What follows belongs to an exercise in optimizing a design on an open flow for small area, a short achievable clock period and few clock cycles per item; a production flow would make more cautious choices.
Only simulation tests tie the RTL to the original design; equivalence was not proved.
Power figures rest on the tool's default switching activity, not on a simulated workload.

## handle_list_table_unit
module handle_list_table_unit
(
  input  logic                   clk,
  input  logic                   rst_n,
  input  logic                   in_valid,
  output logic                   in_ready,
  input  logic [1:0]             in_action,
  input  logic [hlt_pkg::IN_HANDLE_W-1:0] in_handle,
  output logic                   out_valid,
  input  logic                   out_ready,
  output logic [1:0]             out_status,
  output logic                   out_found,
  output logic [hlt_pkg::POS_W-1:0]       out_position,
  output logic [hlt_pkg::COUNT_W-1:0]     out_entry_count
);
  localparam int N  = hlt_pkg::CAPACITY;
  localparam int KW = hlt_pkg::KEY_W;
  localparam int PW = hlt_pkg::POS_W;
  localparam int GW = 8;                                           
  localparam int NG = N / GW;
  localparam int RW = 2 + 1 + PW + hlt_pkg::COUNT_W;               
  localparam int QD = 6;                                           
  logic [N-1:0][KW-1:0] mem;
  logic [N-1:0]         vld;       
  hlt_pkg::cnt_t        fill_r;    
  logic [NG-2:0][PW-1:0] gabove;   
  logic                 c_v;
  hlt_pkg::action_t     c_act;
  hlt_pkg::key_t        c_key;
  hlt_pkg::key_t        c_keyn;    
  logic                 s_v;
  logic                 s_add, s_rem, s_lkp, s_clr;    
  hlt_pkg::key_t        s_key;
  logic [N-1:0]         s_raw;     
  logic                 s_eq;      
  logic [N-1:0]         prv_sh;    
  logic                 p1_v, p2_v;
  logic [RW-1:0]        p1_res, p2_res;    
  logic [PW-1:0]        p1_base, p2_base;  
  ...
make LEC_CHECK=0 CAP_MARGIN=20 CORE_MARGIN=2 CORE_UTILIZATION=60 CTS_CLUSTER_DIAMETER=80 CTS_CLUSTER_SIZE=30 SETUP_SLACK_MARGIN=4.1 SLEW_MARGIN=20 finish   # period 7.0 ns
run.sh (not shown) runs the stock make flow with config.mk's settings and CLKGATE_MAP_FILE= SYNTH_SCRIPT=/design/flow/synth_recipe.tcl, a recipe that flattens the netlist after the stock synthesis.
Testbench counts at the start, summed over its fixed seeds: cycles 12,040, items 12,000.
Rerun with:
- CORE_UTILIZATION: 60 -> 65
- SETUP_SLACK_MARGIN: 4.1 -> 4.0
What happened:
- clock skew decreases by 0.0086 ns
- total power came out lower by 1.6%
- via count drops by 0.54%
- non-clock buffer count falls by 62
- die area decreases by 7.6%
- fmax goes up by 3.1%
- clock power goes down by 4.3%
- synthesized cell count stays the same
- synthesized area stays the same
- register-to-register slack improves by 0.095 ns
- final cell count drops by 3.2%

---

run 1:
Another version of the RTL of handle_list_table_unit (not shown whole).
For scale: ~2500 flip-flops, ~56 I/O pins.
export LEC_CHECK = 0
export CAP_MARGIN = 20
export CORE_MARGIN = 2
export CORE_UTILIZATION = 55
export CTS_CLUSTER_DIAMETER = 80
export CTS_CLUSTER_SIZE = 30
export SETUP_SLACK_MARGIN = 4.2
export SLEW_MARGIN = 20
create_clock -name core_clock -period 7.0 [get_ports {clk}]
Testbench counts of run 1, summed over its fixed seeds: cycles 12,040, items 12,000.
For run 2, these inputs were changed with respect to run 1:
# run 1
export LEC_CHECK = 0
export CAP_MARGIN = 20
export CORE_MARGIN = 2
export CORE_UTILIZATION = 55
export CTS_CLUSTER_DIAMETER = 80
export CTS_CLUSTER_SIZE = 30
export SETUP_SLACK_MARGIN = 4.2
export SLEW_MARGIN = 20
create_clock -name core_clock -period 7.0 [get_ports {clk}]
# run 2
export LEC_CHECK = 0
export CAP_MARGIN = 20
export CORE_MARGIN = 2
export CORE_UTILIZATION = 70
export CTS_CLUSTER_DIAMETER = 80
export CTS_CLUSTER_SIZE = 30
export SETUP_SLACK_MARGIN = 4.0
export SLEW_MARGIN = 20
create_clock -name core_clock -period 7.0 [get_ports {clk}]
[summary]
Both conditions hold for run 2: the flow ran to the end and the final layout passed the timing, DRC and antenna checks.
Row count ends up higher on run 1.
Changes observed in run 2 relative to run 1: number of buffers inserted during clock tree synthesis decreased 19%, non-clock buffer count decreased 81, sum of internal, switching and leakage power decreased 1.5 mW.
Compared with run 1, in run 2 global-route wire length before repair saw a decrease; number of vias after detailed routing saw an increase; final period demand of the worst path saw an increase.
Effective utilization at floorplan on run 2 is up relative to run 1.
Looking at leakage power figure, run 2 sits about 3.3% below run 1.
Here is what was changed in the inputs of run 3 compared with run 2.
# run 2
export LEC_CHECK = 0
export CAP_MARGIN = 20
export CORE_MARGIN = 2
export CORE_UTILIZATION = 70
export CTS_CLUSTER_DIAMETER = 80
export CTS_CLUSTER_SIZE = 30
export SETUP_SLACK_MARGIN = 4.0
export SLEW_MARGIN = 20
create_clock -name core_clock -period 7.0 [get_ports {clk}]
# run 3
export LEC_CHECK = 0
export CAP_MARGIN = 20
export CORE_MARGIN = 2
export CORE_UTILIZATION = 65
export CTS_CLUSTER_DIAMETER = 80
export CTS_CLUSTER_SIZE = 30
export SETUP_SLACK_MARGIN = 4.0
export SLEW_MARGIN = 20
create_clock -name core_clock -period 7.0 [get_ports {clk}]
### Flow results
Diff run 3..run 2 | cell count after synthesis | unchanged
Of the two values seen for critical path endpoint, vld[63] was produced by run 2 and s_raw[58] by run 3.
The run showing the greater clock tree buffer count of the final layout is run 3.
Relative to run 2, the number of instances in the placed design measured on run 3 has increased slightly.
Count of inverters not on the clock network in the layout (run 3 vs. run 2) increases by a few percent
Run 3 has more setup slack than run 2.
Cmp run 3 and run 2 / final design utilization / lower: run 3

-- static timing again, ports no longer ideal --
How much do the figures lean on ideal ports? The routed layouts below were timed once more, with nothing changed but the port constraints.
Step 1 (the two cells are an assumption about what drives the block):
set clk [get_ports {clk}]
set_driving_cell -lib_cell sky130_fd_sc_hd__clkbuf_16 $clk
set_driving_cell -lib_cell sky130_fd_sc_hd__buf_2 [delete_from_list [all_inputs] $clk]
Step 2 adds t to the input delays and takes it off the output delays; t is the mean of the earliest and latest rising clock arrival at the registers after step 1. Input paths then give back, and output paths get back, about the clock's delay inside the block.
a / b / c = ideal ports / drivers / drivers and shift; a / b = the first two.
run	t (ns)	setup WS [ns]	pins driven straight from the clock port
the first run of note 1	0.893	3.799 / 3.799 / 3.283	1
the second run of note 1	0.868	3.895 / 3.895 / 3.184	1
run 1	0.913	3.992 / 3.992 / 3.553	1
run 2	0.875	3.968 / 3.968 / 3.259	1
run 3	0.869	4.003 / 4.003 / 3.263	1
After both steps every run listed still meets setup and hold. For run 3, which loses most, drivers alone change the setup slack by 0.000 ns; drivers and shift together by -0.740 ns.
